What follows belongs to an exercise in optimizing a design on an open flow for small area; a production flow would make more cautious choices.
Only simulation tests tie the RTL to the original design; equivalence was not proved.

job 6924:
==> flow/design.v (excerpt) <==
module wide_addsub_sequencer #(
  parameter int unsigned WIDTH   = 64,
  parameter int unsigned WORDS   = 4,
  parameter int unsigned ADD_LAT = 1
) (
  input  logic                   clk,
  input  logic                   rst,
  input  logic                   start,
  input  logic                   op_in,
  input  logic [WIDTH*WORDS-1:0] a_in,
  input  logic [WIDTH*WORDS-1:0] b_in,
  output logic                   busy,
  output logic                   done,
  output logic [WIDTH*WORDS-1:0] sum_out,
  output logic                   carry_out,
  output logic                   overflow,
  output logic [WIDTH-1:0]       p,
  output logic [WIDTH-1:0]       q,
  output logic                   cin,
  output logic                   operation,
  input  logic [WIDTH-1:0]       adder_result,
  input  logic                   adder_carry
);
For scale: roughly 1,600 cells after synthesis, ~520 flip-flops, roughly 970 I/O pins, ~0.019 mm2 of cells after synthesis.
==> flow/config.mk <==
export PLATFORM = sky130hd
export DESIGN_NAME = wide_addsub_sequencer
export DESIGN_NICKNAME = wide_addsub_sequencer
export VERILOG_FILES = /design/flow/design.v
export SDC_FILE = /design/flow/constraint.sdc
export NUM_CORES = 4
export LEC_CHECK = 0
export CAP_MARGIN = 20
export CORE_AREA = 5 5 355 355
export CTS_BUF_LIST = sky130_fd_sc_hd__clkbuf_8
export CTS_CLUSTER_SIZE = 20
export DIE_AREA = 0 0 360 360
export SLEW_MARGIN = 20
==> flow/constraint.sdc <==
create_clock -name core_clock -period 5.0 [get_ports {clk}]
set_input_delay 1.0000 -clock core_clock [delete_from_list [all_inputs] [get_ports {clk}]]
set_output_delay 1.0000 -clock core_clock [all_outputs]
set_load 0.01 [all_outputs]
standard.sh (not shown) runs the stock make flow with config.mk's settings and CLKGATE_MAP_FILE= SYNTH_SCRIPT=/design/flow/synth_recipe.tcl, a recipe that flattens the netlist after the stock synthesis.
==> flow/flow/run.sh <==
#!/bin/bash
export BUFFER_PORTS_ARGS="-buffer_cell sky130_fd_sc_hd__buf_1"
bash standard.sh > standard.log 2>&1
The inputs of job 3004 differ from those of job 6924 as listed below.
# job 6924
export LEC_CHECK = 0
export CAP_MARGIN = 20
export CORE_AREA = 5 5 355 355
export CTS_BUF_LIST = sky130_fd_sc_hd__clkbuf_8
export CTS_CLUSTER_SIZE = 20
export DIE_AREA = 0 0 360 360
export SLEW_MARGIN = 20
create_clock -name core_clock -period 5.0 [get_ports {clk}]
# job 3004
export LEC_CHECK = 0
export CAP_MARGIN = 20
export CORE_AREA = 5 5 355 355
export DIE_AREA = 0 0 360 360
export SLEW_MARGIN = 20
create_clock -name core_clock -period 5.0 [get_ports {clk}]
==> flow/run.sh (new file) <==
#!/bin/bash
# synth_recipe.tcl (not shown) runs the flow's synth.tcl, then flattens the netlist and writes it again
# the make line also repeats each setting of config.mk as NAME=value (left out here)
make -C /OpenROAD-flow-scripts/flow DESIGN_CONFIG=/design/flow/config.mk WORK_HOME=/design/flow/orfs CLKGATE_MAP_FILE= SYNTH_SCRIPT=/design/flow/synth_recipe.tcl finish
removed: flow/flow/run.sh
removed: flow/standard.sh
==> results.txt <==
- Job 3004 | status: complete | timing, DRC, antenna: pass
- [diff] setup slack on the worst flop-to-flop path, job 3004 relative to job 6924: regression
- The run showing the greater utilization after layout is job 3004.
- Job 3004 vs job 6924: total via count after detailed routing down in job 3004
- Job 6924 and job 3004 ended up with nearly the same met3 demand-to-capacity share in global routing.
- The lower per-cell via count in the routed design came out of job 3004.
- Global-route usage came out higher on job 3004 than on job 6924.
- Compared to job 6924, job 3004 reaches a lower achievable clock.
- Job 6924 -> job 3004: post-detailed-routing wire length increased by a few percent
- NOTE wire length of the first global-routing pass job 6924->job 3004 increased by a few percent
- Number of clock buffers inserted by TritonCTS: job 3004 < job 6924
The following lists how job 2422 was set up differently from job 3004:
# job 3004
export LEC_CHECK = 0
export CAP_MARGIN = 20
export CORE_AREA = 5 5 355 355
export DIE_AREA = 0 0 360 360
export SLEW_MARGIN = 20
create_clock -name core_clock -period 5.0 [get_ports {clk}]
# job 2422
export LEC_CHECK = 0
export CAP_MARGIN = 20
export CORE_AREA = 5 5 195 195
export DIE_AREA = 0 0 200 200
export SLEW_MARGIN = 20
create_clock -name core_clock -period 5.0 [get_ports {clk}]
--- outcome ---
In the summary table, job 2422 is marked failed, with error PPL-0024 raised in I/O pin placement.
Changes observed in job 2422 relative to job 3004: number of rows created at floorplan down 59, fraction of synthesized area in multiplexers roughly the same, die height lower, effective utilization at floorplan now sits higher, post-synthesis simple-gate area fraction held steady.

---

== main ==
Another version of the RTL of wide_addsub_sequencer (not shown whole).
Size in the first run: roughly 1400 cells after synthesis, roughly 520 flip-flops, roughly 970 I/O pins.
==> flow/config.mk <==
export PLATFORM = sky130hd
export DESIGN_NAME = wide_addsub_sequencer
export DESIGN_NICKNAME = wide_addsub_sequencer
export VERILOG_FILES = /design/flow/design.v
export SDC_FILE = /design/flow/constraint.sdc
export NUM_CORES = 4
export LEC_CHECK = 0
export CAP_MARGIN = 20
export CORE_AREA = 5 5 245 245
export DIE_AREA = 0 0 250 250
export SLEW_MARGIN = 20
export SYNTH_HIERARCHICAL = 1
export SYNTH_MINIMUM_KEEP_SIZE = 0
==> flow/constraint.sdc <==
create_clock -name core_clock -period 5.0 [get_ports {clk}]
set_input_delay 1.0000 -clock core_clock [delete_from_list [all_inputs] [get_ports {clk}]]
set_output_delay 1.0000 -clock core_clock [all_outputs]
set_load 0.01 [all_outputs]
==> flow/flow/run.sh <==
#!/bin/bash
DIE=250
export BUFFER_PORTS_ARGS="-buffer_cell sky130_fd_sc_hd__buf_1"
export PRE_IO_PLACEMENT_TCL="$PWD/flow/clk_pin.tcl"
export PLACE_PINS_ARGS="-min_distance 1 -min_distance_in_tracks -exclude left:$((DIE/2-10))-$((DIE/2+10))"
export POST_FLOORPLAN_TCL="$PWD/flow/downsize.tcl"
export CTS_ARGS="-sink_clustering_enable -repair_clock_nets -buf_list sky130_fd_sc_hd__clkbuf_8 -dont_use_dummy_load"
bash standard.sh > standard.log 2>&1
==> flow/flow/clk_pin.tcl <==
# PRE_IO_PLACEMENT hook: put the clock pin in the middle of the left edge. The other pins
# are kept 10 um away from it (PLACE_PINS_ARGS -exclude), since pins one track apart
# leave no room for the clock net's wiring next to its pin.
set die [ord::get_die_area]
set ymid [expr { ([lindex $die 1] + [lindex $die 3]) / 2.0 }]
place_pin -pin_name clk -layer met3 -location [list [lindex $die 0] $ymid] -force_to_die_boundary
==> flow/flow/downsize.tcl <==
# POST_FLOORPLAN hook: size every combinational cell down to its _1 variant where one
# exists. Placement's repair_design and the later repair_timing resize where needed.
set n 0
foreach inst [get_cells *] {
  set m [get_property $inst ref_name]
  if { [regexp {^sky130_fd_sc_hd__(df|edf|sdf|dl|tap|fill|decap|conb)} $m] } { continue }
  if { [regexp {^(sky130_fd_sc_hd__[a-z0-9]+)_([0-9]+)$} $m -> base drive] && $drive > 1 } {
    set small [get_lib_cells -quiet */${base}_1]
    if { $small != "" } {
      replace_cell $inst $small
      incr n
    }
  }
}
puts "downsize.tcl: $n cells sized down to drive 1"
Input-level comparison between the feature branch and main:
# main
export LEC_CHECK = 0
export CAP_MARGIN = 20
export CORE_AREA = 5 5 245 245
export DIE_AREA = 0 0 250 250
export SLEW_MARGIN = 20
export SYNTH_HIERARCHICAL = 1
export SYNTH_MINIMUM_KEEP_SIZE = 0
create_clock -name core_clock -period 5.0 [get_ports {clk}]
# the feature branch
export LEC_CHECK = 0
export CAP_MARGIN = 20
export CORE_AREA = 5 5 215 215
export DIE_AREA = 0 0 220 220
export SLEW_MARGIN = 20
export SYNTH_HIERARCHICAL = 1
export SYNTH_MINIMUM_KEEP_SIZE = 0
create_clock -name core_clock -period 5.0 [get_ports {clk}]
==> flow/flow/run.sh <==
#!/bin/bash
DIE=220
export BUFFER_PORTS_ARGS="-buffer_cell sky130_fd_sc_hd__buf_1"
export PRE_IO_PLACEMENT_TCL="$PWD/flow/clk_pin.tcl"
export PLACE_PINS_ARGS="-min_distance 1 -min_distance_in_tracks -exclude left:$((DIE/2-10))-$((DIE/2+10))"
export POST_FLOORPLAN_TCL="$PWD/flow/downsize.tcl"
export CTS_ARGS="-sink_clustering_enable -repair_clock_nets -buf_list sky130_fd_sc_hd__clkbuf_4 -sink_clustering_size 10 -sink_clustering_max_diameter 40 -dont_use_dummy_load"
bash standard.sh > standard.log 2>&1
--- outcome ---
A topmost layer with routed signal wires of met5 is what main shows, while met4 belongs to the feature branch. The feature branch against main: layout inverter count without the clock tree saw little to no change, via count of the first global-routing pass saw a decrease. Measured against each other, the feature branch and main differ in layout-stage area growth over the synthesis result, the lower figure coming from the feature branch. The total number of vias of main and that of the feature branch are within noise of each other.

[what the ideal ports hide]
Ports are ideal in the flow. The routed layouts listed here were re-timed in OpenROAD.
Step 1, drivers: a clkbuf_16 drives clk and a buf_2 each remaining input, both assumed.
Step 2 adds t to the input delays and takes it off the output delays; t is the mean of the earliest and latest rising clock arrival at the registers after step 1. Input paths then give back, and output paths get back, about the clock's delay inside the block.
a / b / c = ideal / step 1 / step 2; a / b = the first two.
| run | shift t [ns] | setup WS [ns] | clock arrival spread, ns | slew at the worst register clock pin (ns) | cell pins on the clock port's net |
|---|---|---|---|---|---|
| job 6924 | 0.820 | 1.796 / 1.742 / 1.994 | 0.059 / 0.059 | 0.07 / 0.07 | 1 |
| job 3004 | 0.689 | 1.207 / 1.152 / 1.634 | 0.059 / 0.059 | 0.07 / 0.07 | 1 |
| main | 0.655 | 1.458 / 1.421 / 1.625 | 0.084 / 0.083 | 0.06 / 0.06 | 1 |
| the feature branch | 0.757 | 1.431 / 1.394 / 1.551 | 0.120 / 0.119 | 0.11 / 0.11 | 1 |
After both steps setup and hold are still met in every run listed.
